This design comes from an exercise in tuning for small area on the open sky130 flow, not from production work.
In this exercise RTL edits were held to simulation tests only and were not proved equivalent to the original.
Power and IR drop assume default switching activity.

--- flow/run.sh ---
#!/bin/bash
# The standard layout (standard.sh) with two changes:
#  - synthesis maps the logic with an area-oriented ABC script (flow/abc_area.script, used
#    through ABC_AREA=1 on a copy of ORFS's scripts folder); registers are untouched;
#  - the port buffers are the smallest buffer cell, sky130_fd_sc_hd__buf_1.
set -euo pipefail
cd "$(dirname "$0")/.."
W=$PWD
rm -rf "$W/scripts_area"
cp -r "$FLOW_HOME/scripts" "$W/scripts_area"
cp "$W/flow/abc_area.script" "$W/scripts_area/abc_area.script"
export BUFFER_PORTS_ARGS="-buffer_cell sky130_fd_sc_hd__buf_1"
bash standard.sh SCRIPTS_DIR="$W/scripts_area" ABC_AREA=1 finish > standard_flow.log 2>&1
--- flow/abc_area.script ---
strash
&get -n
&fraig -x
&put
scorr
dc2
dretime
strash
&get -n
&dch -f
&nf
&put
topo
stime -c
--- standard.sh ---
#!/bin/bash
# synth_recipe.tcl (not shown) runs the flow's synth.tcl, then flattens the netlist and writes it again
# the make line also repeats each setting of config.mk as NAME=value (left out here)
make -C /OpenROAD-flow-scripts/flow DESIGN_CONFIG=/design/flow/config.mk WORK_HOME=/design/flow/orfs CLKGATE_MAP_FILE= SYNTH_SCRIPT=/design/flow/synth_recipe.tcl "${@:-finish}"
--- config.mk ---
export PLATFORM = sky130hd
export DESIGN_NAME = execute_mc
export DESIGN_NICKNAME = execute_mc
export VERILOG_FILES = /design/flow/design.v
export SDC_FILE = /design/flow/constraint.sdc
export NUM_CORES = 4
export LEC_CHECK = 0
export CAP_MARGIN = 20
export CORE_MARGIN = 2
export CORE_UTILIZATION = 50
export CTS_BUF_LIST = sky130_fd_sc_hd__clkbuf_16
export CTS_CLUSTER_DIAMETER = 80
export CTS_CLUSTER_SIZE = 50
export SLEW_MARGIN = 20
--- constraint.sdc ---
create_clock -name core_clock -period 7.0 [get_ports {clk}]
set_input_delay 1.4000 -clock core_clock [delete_from_list [all_inputs] [get_ports {clk}]]
set_output_delay 1.4000 -clock core_clock [all_outputs]
set_load 0.01 [all_outputs]
--- design.v ---
module execute_mc #(
  parameter int N      = 64,
  parameter int MUL_EN = 1
) (
  input  logic         clk,
  input  logic         reset,
  input  logic         valid_E,
  input  logic         flush_E,
  input  logic         AluSrc,
  input  logic [3:0]   AluControl,
  input  logic         MulOp,
  input  logic [N-1:0] PC_E,
  input  logic [N-1:0] signImm_E,
  input  logic [N-1:0] readData1_E,
  input  logic [N-1:0] readData2_E,
  output logic         stall_E,
  output logic [N-1:0] PCBranch_M,
  output logic [N-1:0] aluResult_M,
  output logic [N-1:0] writeData_M,
  output logic         zero_M,
  output logic         valid_M
);
  localparam int W = 16;            
  localparam int C = N / W;         
  logic [7:0]   cnt_q;              
  logic         carry_q;            
  logic         pcarry_q;           
  logic         pmsb_q;             
  logic [1:0]   imsb_q;             
  logic [1:0]   ph;
  logic [5:0]   rnd;
  logic [5:0]   mbit;
  logic         mul;
  logic         pres, last, done;
  logic [1:0]   bsel;
  logic [W-1:0] a_c, b_c, imm_c, pc_c;
  logic [W-1:0] alu_b, x, y, res;
  logic         sub, cin, b_i;
  logic [W:0]   sum;
  logic [W:0]   psum;
  assign ph   = cnt_q[1:0];
  assign rnd  = cnt_q[7:2];
  assign mbit = ~rnd;               
  assign mul  = (MUL_EN != 0) & MulOp;
  assign pres = valid_E & ~flush_E;
  assign last = (ph == 2'd3);
  assign done = last & (~mul | (rnd == 6'd63));
  assign stall_E = ~done;
  assign bsel  = mul ? mbit[5:4] : ph;
  assign a_c   = readData1_E[ph*W +: W];
  assign b_c   = readData2_E[bsel*W +: W];
  assign imm_c = signImm_E[ph*W +: W];
  assign pc_c  = PC_E[ph*W +: W];
  assign b_i   = b_c[mbit[3:0]];
  function automatic logic [W:0] radd(input logic [W-1:0] p, input logic [W-1:0] q,
                                      input logic ci);
    logic [W-1:0] g, t;
    logic [W:0]   c;
    g = p & q;
    t = p ^ q;
    c[0] = ci;
    for (int k = 0; k < W; k += 4) begin
      c[k+1] = g[k]   | (t[k]   & c[k]);
      c[k+2] = g[k+1] | (t[k+1] & g[k]) | (t[k+1] & t[k] & c[k]);
      c[k+3] = g[k+2] | (t[k+2] & g[k+1]) | (t[k+2] & t[k+1] & g[k])
             | (t[k+2] & t[k+1] & t[k] & c[k]);
      c[k+4] = g[k+3] | (t[k+3] & g[k+2]) | (t[k+3] & t[k+2] & g[k+1])
             | (t[k+3] & t[k+2] & t[k+1] & g[k]) | (t[k+3] & t[k+2] & t[k+1] & t[k] & c[k]);
    end
    radd = {c[W], t ^ c[W-1:0]};
  endfunction
  always_comb begin
    sub   = (AluControl == 4'b0110);
    alu_b = AluSrc ? imm_c : b_c;
    if (mul) begin
      x   = a_c & {W{b_i}};
      y   = (rnd == 6'd0) ? '0 : {aluResult_M[W-2:0], (ph == 2'd0) ? 1'b0 : pmsb_q};
      cin = (ph == 2'd0) ? 1'b0 : carry_q;
    end else begin
      x   = a_c;
      y   = alu_b ^ {W{sub}};
      cin = (ph == 2'd0) ? sub : carry_q;
    end
    sum = radd(x, y, cin);
    if (mul) res = sum[W-1:0];
    else begin
      case (AluControl)
        4'b0000: res = a_c & alu_b;
        4'b0001: res = a_c | alu_b;
        4'b0010: res = sum[W-1:0];
        4'b0110: res = sum[W-1:0];
        4'b0111: res = alu_b;
        4'b1100: res = ~(a_c | alu_b);
        default: res = '0;
      endcase
    end
    psum = radd(pc_c, {imm_c[W-3:0], (ph == 2'd0) ? 2'b00 : imsb_q},
                (ph == 2'd0) ? 1'b0 : pcarry_q);
  end
  always_ff @(posedge clk) begin
    if (reset) begin
      cnt_q   <= '0;
      valid_M <= 1'b0;
    end else begin
      cnt_q   <= (pres & ~done) ? cnt_q + 8'd1 : 8'd0;
      valid_M <= pres & done;
    end
  end
  always_ff @(posedge clk) begin
    carry_q     <= sum[W];
    pcarry_q    <= psum[W];
    pmsb_q      <= aluResult_M[W-1];
    imsb_q      <= imm_c[W-1:W-2];
    aluResult_M <= {res, aluResult_M[N-1:W]};
    PCBranch_M  <= {psum[W-1:0], PCBranch_M[N-1:W]};
    writeData_M <= readData2_E;
  end
  assign zero_M = (aluResult_M == '0);
endmodule
==> run_results.csv <==
group,metric,value,unit
cells_and_area,layout_common_cells,"460 x buf_1, 204 x dfxtp_1, 67 x a21oi_1",
run_status,outcome,"complete, no violations",
die,dieArea,0.0176,mm²
setup_path,start_kind,"input port",
setup_path,worst-path-max-fanout,16,
timing,setup_viol,0,
run,cap_violations,0,
clocking,cts_hold_buf,0,
synth,synth-seq-cells,206,
clocking,cts-root-buf,"clkbuf_16",
cells_and_area,postLayoutCellArea,0.0108,mm²
synth,synth_edf_count,0,
power_and_ir_drop,ir_drop,275,µV
clocking,clk_pin_slew,0.11,ns
clocking,cts_max_path_buffers,3,
cells_and_area,final_nets,1482,
setup_path,cp.arrival,6.86,ns
power_and_ir_drop,power.total,2930,µW
timing,setup-tns-final,0,ns
die,die_y,133,µm
clocking,cts_sinks,206,
placed_design,port_buffers,460,
placed_design,gp_congestion,0.942,
timing,slew_viol_final,0,
grt,antenna_found_initial,3,
clocking,post_cts_resized,0,
die,start_util,50.6,%
setup_path,rrSetupSlack,1.30,ns
grt,overflow,0,
timing,fmax,154,MHz
route,drt_iter0_drc,578,
synth,ys.flop_type,"dfxtp_1",
die,die_w,133,µm
synth,synth_cell_types,40,
timing,hold_viol_final,0,
die,rows,47,
grt,grt_pass1_vias,7662,
timing,min_period_over_period,92.7,%
clocking,post_cts_buffers,0,
grt,grt_pass1_wl,46.3,mm
die,ios,461,
hold_path,hp-start,"PCBranch_M[60]",
clocking,cts_tree,"built",
synth,synthArstFlopShare,0,%
cells_and_area,layout_commonest_cell,"buf_1",
route,drtPass1Iterations,5,
timing,fin_ws,0.510,ns
route,vias,7691,
route,viasPerCell,5.49,
synth,syn_inst,680,
timing,period_needed,6.49,ns
clocking,insertion_delay,0.47,ns
clocking,htree_levels,1,
synth,yosysTopAreaCell,"dfxtp_1",
synth,synth_area_per_cell,12.2,µm²
clocking,cts_buffers,11,
route,wl_per_cell,22.7,µm
synth,ys_warn_count,1,
setup_path,critical_path_required,7.37,ns
route,wl_met2,15.2,mm
grt,grtUsageTotal,35.6,%
cells_and_area,layout-drive-gt1-share,9.00,%
die,coreArea,0.0163,mm²
synth,synthTopCellsByArea,"dfxtp_1 50%, mux4_2 17%, ha_1 5.1%, a21oi_1 4.2%, xnor2_1 2.3%",
synth,syn-cell-area,0.00827,mm²
route,routed_wl,31.8,mm
timing,fin_skew,0.0221,ns
grt,grt_max_degree,39,
setup_path,critPathKind,"input port to register",
hold_path,min_path_type,"register to register",
power_and_ir_drop,p_leak,0.00398,µW
timing,maxSlewHeadroom,29.5,%
synth,ys_seq_area_share,49.9,%
synth,syn_nets,988,
route,drt-met1-wl,12.0,mm
timing,rsz0062_at_grt,"no",
placed_design,detailed_place_hpwl,26.6,mm
placed_design,dp_slack,0.0982,ns
synth,synth_top_area_share,49.9,%
route,wl_met3,2.16,mm
placed_design,post_dp_cell_area,0.0105,mm²
route,dr.max_layer_used,"met4",
setup_path,crit_path_start,"MulOp",
route,drc_errors,0,
route,detail-route-antenna-nets,0,
setup_path,cp-end-kind,"register",
power_and_ir_drop,power_density,270,mW/mm²
setup_path,r2r-start,"cnt_q[1]",
cells_and_area,area_delta_synth_final,31.1,%
timing,tightestPinTransition,1.05,ns
worst max-delay path, stage by stage:
cell	delay, ns
buf_1	0.26
nor2_1	0.10
a21oi_2	0.16
buf_12	0.19
mux4_2	0.53
o22ai_1	0.17
nor3_1	0.08
o32ai_1	0.31
nand2_1	0.20
and2_0	0.22
ha_1	0.28
a21oi_1	0.14
o21bai_1	0.09
a21o_1	0.21
a21oi_1	0.20
o21ai_0	0.15
a21oi_1	0.21
o21bai_1	0.12
a31oi_1	0.23
o21bai_1	0.13
a21oi_1	0.21
clkinv_1	0.12
fa_1	0.44
xor2_1	0.19
a221oi_1	0.23
nor3b_1	0.23
nor2_1	0.05
registers in the layout, indices dropped and copies added, names as in the netlist:
| signal | cells |
|---|---|
| cnt_q | 8 |
| writeData_M | 64 |
| pcarry_q | 1 |
| valid_M | 1 |
| imsb_q | 2 |
| PCBranch_M | 64 |
| pmsb_q | 1 |
| carry_q | 1 |
| aluResult_M | 64 |
cell type report:
class | instances | area, µm²
antenna | 3 | 7.51
clock buffer | 11 | 275
clock inverter | 6 | 76.3
inverter | 13 | 48.8
sequential | 206 | 4130
tap | 220 | 275
timing repair buffer | 481 | 1910
fill | 1389 | 5510
multi-input combinational | 461 | 4120
logic make-up (layout without fill, tap and decap cells):
family / count (synthesis) / in the layout / synth area share (%)
xor gates and xnor gates: 31 / 31 / 3.28
and+or+nand+nor: 169 / 169 / 10.3
other: 0 / 3 / 0
DFF: 206 / 206 / 49.9
buffers and inverters: 13 / 511 / 0.590
adders and majority gates: 42 / 42 / 7.08
AOI/OAI and AO/OA: 140 / 140 / 9.79
muxes: 79 / 79 / 19.1
per-stage QoR:
| step | std cells | util (%) | hold slack [ns] |
|---|---|---|---|
| final | 1401 | 66.3 | 0.351 |
| after global routing | 1401 | 66.3 | 0.363 |
| after CTS | 1398 | 66.3 | 0.352 |
| after detailed placement | 1381 | 64.1 | 0.333 |
| after global placement | 1381 | 64.1 | 0.333 |
| after floorplan | 680 | - | 0.382 |
cells in the mapped netlist, types with 13 or more instances:
cell type / n
dfxtp_1: 206
a21oi_1: 69
mux4_2: 63
nor2_1: 49
ha_1: 34
nand2_1: 34
o21ai_0: 26
xnor2_1: 22
and2_0: 18
nor4_1: 18
mux2i_1: 16
clkinv_1: 13
path summary, 6_finish.rpt:
kind,cells past startpoint,end
setup / recovery,27,aluResult_M[61]
hold / removal,0,PCBranch_M[44]
setup reg to reg,26,aluResult_M[61]
hold reg to reg,0,PCBranch_M[44]
per-layer routing:
layer,vias up,global-route usage [%]
met5,-,0
met2,409,58.8
li1,3550,-
met4,0,25.0
met3,84,5.25
met1,3648,43.0
where the power goes:
part	total (µW)	switching [µW]	internal (µW)
clock	716	407	309
sequential	1520	139	1380
combinational	694	417	277
total	2930	963	1970

## static timing again, ports no longer ideal
The results above use ideal ports. As a check the final layout listed here was re-extracted and re-timed, cells and wires unchanged.
Step 1: set_driving_cell puts a clkbuf_16 on clk and a buf_2 on each other input, an assumption about the parent block.
Step 2, shift: input delay + t, output delay - t, t = (earliest + latest rising clock arrival at the registers) / 2. This alone moves slack from input paths to output paths.
a / b / c = ideal ports / drivers / drivers and shift; a / b = the first two.
shift t [ns]: 0.507
slack for setup (ns): 0.510 / 0.489 / -0.018
worst setup path after step 2: input to register
worst slew at a driven data input, ns: 0.11
pins driven straight from the clock port: 1
With both steps, setup timing fails in this run, where it was met with ideal ports. For this run, drivers alone change the setup slack by -0.021 ns; drivers and shift together by -0.528 ns.
